This design comes from an exercise in tuning for small area, a short achievable clock period and few clock cycles per item on the open sky130 flow, not from production work. At most, simulation tests tie the RTL to the original design; equivalence was not proved.

== P ==
// rgb_to_hsv_pixel_top
module rgb_to_hsv_pixel_top (
   input  logic        clock,
   input  logic        reset,
   input  logic        pix_valid,
   output logic        pix_ready,
   input  logic [7:0]  pix_red,
   input  logic [7:0]  pix_green,
   input  logic [7:0]  pix_blue,
   output logic        hsv_valid,
   input  logic        hsv_ready,
   output logic [14:0] hsv_hue,
   output logic [7:0]  hsv_saturation,
   output logic [7:0]  hsv_brightness,
   output logic        hsv_is_gray
);
Settings: LEC_CHECK=0, ABC_CLOCK_PERIOD_IN_PS=3500, CAP_MARGIN=20, CORE_MARGIN=2, CORE_UTILIZATION=40, CTS_CLUSTER_DIAMETER=80, CTS_CLUSTER_SIZE=24, SETUP_SLACK_MARGIN=4.5, SLEW_MARGIN=20, TNS_END_PERCENT=10; clock period 8.5 ns.
run.sh (not shown) runs the stock make flow with config.mk's settings and CLKGATE_MAP_FILE= SYNTH_SCRIPT=/design/flow/synth_recipe.tcl, a recipe that flattens the netlist after the stock synthesis.
P finished every stage and its layout cleared the timing, design-rule and antenna checks.
Testbench counts of P, summed over its fixed seeds: cycles 16,064, items 16,000.
Relative to P, the following input files were edited for Q:
diff --git a/flow/config.mk b/flow/config.mk
--- a/flow/config.mk
+++ b/flow/config.mk
@@ -8 +8 @@
-export ABC_CLOCK_PERIOD_IN_PS = 3500
+export ABC_AREA = 1
@@ -12,3 +12,3 @@
-export CTS_CLUSTER_DIAMETER = 80
-export CTS_CLUSTER_SIZE = 24
-export SETUP_SLACK_MARGIN = 4.5
+export CTS_CLUSTER_DIAMETER = 100
+export CTS_CLUSTER_SIZE = 32
+export SETUP_SLACK_MARGIN = 4.6
Notes after the runs:
P → Q: number of global-route vias before repair now larger.
Sort P and Q by x dimension of the die, ascending, and P comes first.
Per the comparison of Q with P, final non-filler cell total increased by 14% relative to the old numbers; final area decreased by 1.9% relative to the old numbers.
Input-level comparison between R and Q:
==> flow/flow/run.sh (new file) <==
#!/bin/bash
# Standard layout, with clock tree synthesis told not to add dummy loads.
cat standard.sh > standard_script_copy.log
export CTS_ARGS="-sink_clustering_enable -repair_clock_nets -sink_clustering_size 24 -sink_clustering_max_diameter 80 -dont_use_dummy_load"
bash standard.sh > standard.log 2>&1
==> flow/standard.sh (new file) <==
#!/bin/bash
# synth_recipe.tcl (not shown) runs the flow's synth.tcl, then flattens the netlist and writes it again
# the make line also repeats each setting of config.mk as NAME=value (left out here)
make -C /OpenROAD-flow-scripts/flow DESIGN_CONFIG=/design/flow/config.mk WORK_HOME=/design/flow/orfs CLKGATE_MAP_FILE= SYNTH_SCRIPT=/design/flow/synth_recipe.tcl "${@:-finish}"
diff --git a/flow/config.mk b/flow/config.mk
--- a/flow/config.mk
+++ b/flow/config.mk
@@ -12,3 +12,3 @@
-export CTS_CLUSTER_DIAMETER = 100
-export CTS_CLUSTER_SIZE = 32
-export SETUP_SLACK_MARGIN = 4.6
+export CTS_CLUSTER_DIAMETER = 80
+export CTS_CLUSTER_SIZE = 24
+export SETUP_SLACK_MARGIN = 4.5
removed: flow/run.sh
--- outcome ---
Part of the cycle the worst path needs: R > Q
Diff Q -> R | design area | down slightly
The sequential share of layout area was comparable across R and Q.
Per the comparison of R with Q, global-route usage comparable, count of routing violations after the opening detailed-route iteration now larger, number of fill cells in the layout comparable.
R vs. Q: biggest fanout along the worst timing path decreased by 1 relative to the old numbers, detailed-route wire length closely matched the old numbers.
Inputs modified between R and S:
==> flow/run.sh (new file) <==
#!/bin/bash
# synth_recipe.tcl (not shown) runs the flow's synth.tcl, then flattens the netlist and writes it again
# the make line also repeats each setting of config.mk as NAME=value (left out here)
make -C /OpenROAD-flow-scripts/flow DESIGN_CONFIG=/design/flow/config.mk WORK_HOME=/design/flow/orfs CLKGATE_MAP_FILE= SYNTH_SCRIPT=/design/flow/synth_recipe.tcl finish
diff --git a/flow/config.mk b/flow/config.mk
--- a/flow/config.mk
+++ b/flow/config.mk
@@ -9 +9 @@
-export CAP_MARGIN = 20
+export CAP_MARGIN = 5
@@ -15,2 +15,2 @@
-export SLEW_MARGIN = 20
-export TNS_END_PERCENT = 10
+export SLEW_MARGIN = 5
+export TNS_END_PERCENT = 5
removed: flow/flow/run.sh
removed: flow/standard.sh
Results
Against R, S comes in about 0.37% lower on total wirelength of the detailed-routed design. S vs R — final cell area excluding filler cells rose 170 um^2. Compare R and S | violation count after the first detailed-route iteration lower: S.
### S -> T
diff --git a/flow/config.mk b/flow/config.mk
--- a/flow/config.mk
+++ b/flow/config.mk
@@ -9 +9 @@
-export CAP_MARGIN = 5
+export CAP_MARGIN = 20
@@ -15,2 +15,2 @@
-export SLEW_MARGIN = 5
-export TNS_END_PERCENT = 5
+export SLEW_MARGIN = 20
+export TNS_END_PERCENT = 10
Results
- No stage failed in T, and the final checks on the layout all came back clean.
- In summary, S completed successfully, with a layout that passed the timing, design-rule and antenna checks.
- Clock transition at the registers of the reported paths: T vs S — no meaningful difference
- [compare] base=S new=T: number of routed nets with antenna violations was more or less identical; final worst-path cycle share was more or less identical; global routing usage on met1 was more or less identical.
- [compare] base=S new=T: number of buffers between clock root and the deepest sink ~0 delta.
- From T to S, number of sinks handled by clock tree synthesis did not move at all.

---

rgb_to_hsv_pixel_top, a different RTL version from the one above (not shown whole).
For scale: ~62 I/O pins.
Settings: LEC_CHECK=0, ABC_AREA=1, CAP_MARGIN=20, CORE_MARGIN=2, CORE_UTILIZATION=40, CTS_CLUSTER_DIAMETER=80, CTS_CLUSTER_SIZE=24, SETUP_SLACK_MARGIN=4.7, SLEW_MARGIN=20, TNS_END_PERCENT=10; clock period 8.5 ns.
Stock flow here: none of the scripts above is used.
The baseline went through all stages and came out clean.
Testbench counts at the start, summed over its fixed seeds: cycles 16,064, items 16,000.
Then changed:
- GPL_TIMING_DRIVEN: default -> 0
- SETUP_SLACK_MARGIN: 4.7 -> 4.75
Register-to-register slack gets better by 0.05 ns.
First-iteration DRC count came out lower by a little under a tenth.
Hold slack got worse by 0.0056 ns.
Routed wire length is higher by a few percent.
Final cell count grows slightly.
Cell area increases by a few percent.
Via count increases slightly.
Non-clock buffer count came out higher by 37.
Then changed:
- CORE_UTILIZATION: 40 -> 55
- GPL_TIMING_DRIVEN: 0 -> default
- PLACE_DENSITY: default -> 0.75
Result:
- utilization rose by 15 points
- fmax fell by 1.1%
Then changed:
==> flow/flow/run.sh (new file) <==
#!/bin/bash
# The standard layout (the standard.sh, unchanged synthesis) with two
# changes: port buffers use the small sky130_fd_sc_hd__buf_2 cell, and clock
# tree synthesis adds no dummy loads. Every port still gets its buffer.
export BUFFER_PORTS_ARGS="-buffer_cell sky130_fd_sc_hd__buf_2"
export CTS_ARGS="-sink_clustering_enable -repair_clock_nets -sink_clustering_size 24 -sink_clustering_max_diameter 80 -dont_use_dummy_load"
bash standard.sh > standard.log 2>&1
==> flow/standard.sh (new file) <==
#!/bin/bash
# synth_recipe.tcl (not shown) runs the flow's synth.tcl, then flattens the netlist and writes it again
# the make line also repeats each setting of config.mk as NAME=value (left out here)
make -C /OpenROAD-flow-scripts/flow DESIGN_CONFIG=/design/flow/config.mk WORK_HOME=/design/flow/orfs CLKGATE_MAP_FILE= SYNTH_SCRIPT=/design/flow/synth_recipe.tcl "${@:-finish}"
- CORE_UTILIZATION: 55 -> 40
- PLACE_DENSITY: 0.75 -> 0.7
removed: flow/run.sh
The new run completed with no timing, DRC or antenna violations.
Worst setup slack gets worse by 0.016 ns.
Area after synthesis is unchanged.
Routed wire length shrinks by about 1%.
Global-route usage is lower by 5.8 points.
Final area shrinks by 0.91%.
Clock skew goes up by 0.043 ns.

---

Another version of the RTL of rgb_to_hsv_pixel_top (not shown whole).
Size: roughly 62 I/O pins, roughly 21000 µm² of cells after synthesis.
clock: 8.5 ns
lec_check: 0
abc_area: 1
cap_margin: 20
core_margin: 2
core_utilization: 40
cts_cluster_diameter: 80
cts_cluster_size: 24
setup_slack_margin: 4.3
slew_margin: 20
tns_end_percent: 10
Stock flow here: none of the scripts above is used.
Edit:
SETUP_SLACK_MARGIN = 4.75   (was 4.3)
Effect: Non-clock buffer count increases by 16; via count went up slightly; setup slack improves by 0.29 ns; synthesized cell count is unchanged; cell count increases slightly; wire length went up by a few percent.
No run of this note included a check of the RTL's function; only the layout flow was run.

---

Another version of the RTL of rgb_to_hsv_pixel_top (not shown whole).
Size in the first run: about 2200 cells after synthesis, about 310 flip-flops, ~62 I/O pins, roughly 21000 µm² of cells after synthesis.
clock: 8.5 ns
lec_check: 0
abc_area: 1
cap_margin: 20
core_margin: 2
core_utilization: 40
cts_cluster_diameter: 80
cts_cluster_size: 24
setup_slack_margin: 4.6
slew_margin: 20
tns_end_percent: 10
Testbench counts at the start, summed over its fixed seeds: cycles 16,064, items 16,000.
Edit:
Settings changed: SETUP_SLACK_MARGIN 4.6 to 4.75.
After rerunning: The new run finished with timing, DRC and antenna clean; design area rose by 0.90%; setup slack improved by 0.15 ns; sequential share of layout area fell by 0.36 points; routed wire length rose by 1.0%.

---

12-13:
rgb_to_hsv_pixel_top with an RTL version that a note above also has.
Size in the first run: roughly 2200 cells after synthesis, roughly 310 flip-flops, ~20000 sq um of cells after synthesis.
export LEC_CHECK = 0
export ABC_AREA = 1
export CAP_MARGIN = 20
export CORE_MARGIN = 2
export CORE_UTILIZATION = 40
export CTS_CLUSTER_DIAMETER = 80
export CTS_CLUSTER_SIZE = 24
export SETUP_SLACK_MARGIN = 4.75
export SLEW_MARGIN = 20
export TNS_END_PERCENT = 10
create_clock -name core_clock -period 8.5 [get_ports {clock}]
standard.sh (not shown) runs the stock make flow with config.mk's settings and CLKGATE_MAP_FILE= SYNTH_SCRIPT=/design/flow/synth_recipe.tcl, a recipe that flattens the netlist after the stock synthesis.
==> flow/flow/run.sh <==
#!/bin/bash
# The standard layout (the standard.sh, unchanged synthesis) with two
# changes: port buffers use the small sky130_fd_sc_hd__buf_2 cell, and clock
# tree synthesis adds no dummy loads. Every port still gets its buffer.
export BUFFER_PORTS_ARGS="-buffer_cell sky130_fd_sc_hd__buf_2"
export CTS_ARGS="-sink_clustering_enable -repair_clock_nets -sink_clustering_size 24 -sink_clustering_max_diameter 80 -dont_use_dummy_load"
bash standard.sh > standard.log 2>&1
Testbench counts of 12-13, summed over its fixed seeds: cycles 16,064, items 16,000.
--- input diff 12-13..09-21 ---
==> flow/run.sh (new file) <==
#!/bin/bash
# synth_recipe.tcl (not shown) runs the flow's synth.tcl, then flattens the netlist and writes it again
# the make line also repeats each setting of config.mk as NAME=value (left out here)
make -C /OpenROAD-flow-scripts/flow DESIGN_CONFIG=/design/flow/config.mk WORK_HOME=/design/flow/orfs CLKGATE_MAP_FILE= SYNTH_SCRIPT=/design/flow/synth_recipe.tcl finish
removed: flow/flow/run.sh
removed: flow/standard.sh
==> run notes <==
12-13 ended up with fewer cell instances than 09-21 did. Measured against each other, 09-21 and 12-13 differ in proportion of cell area occupied by registers, the lower figure coming from 09-21. Between 09-21 and 12-13, it is 09-21 whose post-synthesis to final-layout area growth is higher, by 3.8 points. Maximum frequency ended up about 1.3% higher on 09-21 than on 12-13. NOTE wire length 12-13->09-21 increased by a few percent. Reported for 09-21 and 12-13, number of synthesized register bits turned out identical to the last digit. Changes observed in 09-21 relative to 12-13: count of clock-buffer cells in the layout moved up; worst setup slack picked up an extra 0.050 ns; global-route wire length before repair went up 1.4%.

---

## v6
rgb_to_hsv_pixel_top, a different RTL version from the one above (not shown whole).
Size in the first run: about 1,900 cells after synthesis, roughly 62 I/O pins, ~22,000 µm² of cells after synthesis.
// rgb_to_hsv_pixel_top
module rgb_to_hsv_pixel_top (
   input  logic        clock,
   input  logic        reset,
   input  logic        pix_valid,
   output logic        pix_ready,
   input  logic [7:0]  pix_red,
   input  logic [7:0]  pix_green,
   input  logic [7:0]  pix_blue,
   output logic        hsv_valid,
   input  logic        hsv_ready,
   output logic [14:0] hsv_hue,
   output logic [7:0]  hsv_saturation,
   output logic [7:0]  hsv_brightness,
   output logic        hsv_is_gray
);
   logic [0:0] rg_1;
   logic [0:0] rb_2;
   logic [0:0] gb_3;
   logic v1;
   logic [7:0] s1_r;
   logic [7:0] s1_g;
   logic [7:0] s1_b;
   logic [0:0] s1_rg;
   logic [0:0] s1_rb;
   logic [0:0] s1_gb;
   logic [0:0] isr_4;
   logic [0:0] isg_5;
   logic [1:0] sec_6;
   logic [7:0] mx_7;
   logic [7:0] mn_8;
   logic [7:0] da_9;
   logic [7:0] db_10;
   logic [0:0] neg_11;
   logic [7:0] dl_12;
   logic [7:0] d_13;
   logic [11:0] d15_14;
   logic [7:0] hR_15;
   logic [3:0] hL_16;
   logic v2;
   logic [1:0] s2_sec;
   logic [7:0] s2_mx;
   logic [0:0] s2_neg;
   logic [7:0] s2_dl;
   logic [7:0] s2_hR;
   logic [3:0] s2_hL;
   logic [2:0] hL_17;
   logic [8:0] hT_18;
   logic [9:0] hD_19;
   logic [0:0] hge_20;
   logic [7:0] hR_21;
   logic [0:0] hQ_22;
   logic [1:0] hL_23;
   logic [8:0] hT_24;
   logic [9:0] hD_25;
   logic [0:0] hge_26;
   logic [7:0] hR_27;
   logic [1:0] hQ_28;
   logic v3;
  ...
Settings: LEC_CHECK=0, ABC_CLOCK_PERIOD_IN_PS=3500, CAP_MARGIN=20, CORE_MARGIN=2, CORE_UTILIZATION=40, SETUP_SLACK_MARGIN=5, SLEW_MARGIN=20, TNS_END_PERCENT=10; clock period 8.5 ns.
run.sh (not shown) runs the stock make flow with config.mk's settings and CLKGATE_MAP_FILE= SYNTH_SCRIPT=/design/flow/synth_recipe.tcl, a recipe that flattens the netlist after the stock synthesis.
Stock flow here: none of the scripts above is used.
v6 | stages: all done | timing, DRC, antenna: all pass
### v6 -> v7
# v6
export LEC_CHECK = 0
export ABC_CLOCK_PERIOD_IN_PS = 3500
export CAP_MARGIN = 20
export CORE_MARGIN = 2
export CORE_UTILIZATION = 40
export SETUP_SLACK_MARGIN = 5
export SLEW_MARGIN = 20
export TNS_END_PERCENT = 10
create_clock -name core_clock -period 8.5 [get_ports {clock}]
# v7
export LEC_CHECK = 0
export ABC_CLOCK_PERIOD_IN_PS = 3500
export CAP_MARGIN = 20
export CORE_MARGIN = 2
export CORE_UTILIZATION = 40
export SETUP_SLACK_MARGIN = 4.5
export SLEW_MARGIN = 20
create_clock -name core_clock -period 8.5 [get_ports {clock}]
[summary]
- v7 packs its core tighter than v6.
- [compare] base=v6 new=v7: clock period minus worst slack lower, design area went up.
Function was not checked in any run of this note: the RTL went through the layout flow alone.

[static timing again, ports no longer ideal]
In the flow no input, the clock included, has a driving cell. The finished layouts below were timed again as built, in two steps.
Step 1 assumes that a clkbuf_16 drives the clock port and a buf_2 every other input.
Step 2 also shifts input and output timing later by t, the mid clock arrival at the registers, as if the neighbouring blocks saw the same clock.
a / b / c = ideal / step 1 / step 2; a / b = the first two.
run | shift t [ns] | setup slack, ns | worst register clock-pin slew, ns | worst data-port slew with drivers (ns) | pins driven straight from the clock port
P | 0.593 | 4.496 / 4.464 / 4.236 | 0.09 / 0.09 | 0.04 | 1
Q | 0.579 | 4.547 / 4.516 / 4.516 | 0.11 / 0.11 | 0.04 | 1
R | 0.588 | 4.527 / 4.507 / 4.319 | 0.09 / 0.09 | 0.04 | 1
S | 0.609 | 4.537 / 4.517 / 4.305 | 0.09 / 0.09 | 0.04 | 1
T | 0.609 | 4.537 / 4.517 / 4.305 | 0.09 / 0.09 | 0.04 | 1
the first run of note 2 | 0.596 | 4.636 / 4.613 / 4.178 | 0.10 / 0.10 | 0.04 | 1
the second run of note 2 | 0.596 | 4.742 / 4.717 / 4.207 | 0.09 / 0.09 | 0.03 | 1
the third run of note 2 | 0.559 | 4.702 / 4.677 / 4.178 | 0.09 / 0.09 | 0.04 | 1
the fourth run of note 2 | 0.533 | 4.686 / 4.667 / 4.292 | 0.09 / 0.09 | 0.03 | 1
the first run of note 3 | 0.608 | 4.293 / 4.275 / 4.275 | 0.09 / 0.09 | 0.04 | 1
the second run of note 3 | 0.611 | 4.578 / 4.548 / 4.335 | 0.09 / 0.09 | 0.04 | 1
the first run of note 4 | 0.596 | 4.527 / 4.502 / 4.502 | 0.10 / 0.10 | 0.03 | 1
the second run of note 4 | 0.596 | 4.679 / 4.652 / 4.652 | 0.10 / 0.10 | 0.03 | 1
12-13 | 0.557 | 4.650 / 4.626 / 4.346 | 0.09 / 0.09 | 0.04 | 1
09-21 | 0.597 | 4.700 / 4.680 / 4.223 | 0.10 / 0.10 | 0.04 | 1
v6 | 0.631 | 4.391 / 4.391 / 4.301 | 0.06 / 0.06 | 0.05 | 1
v7 | 0.616 | 4.485 / 4.485 / 4.330 | 0.07 / 0.07 | 0.05 | 1
After both steps setup and hold are still met in every run listed. The setup slack of the second run of note 2, which loses most, moves by -0.025 ns with the drivers and by -0.535 ns with both steps.
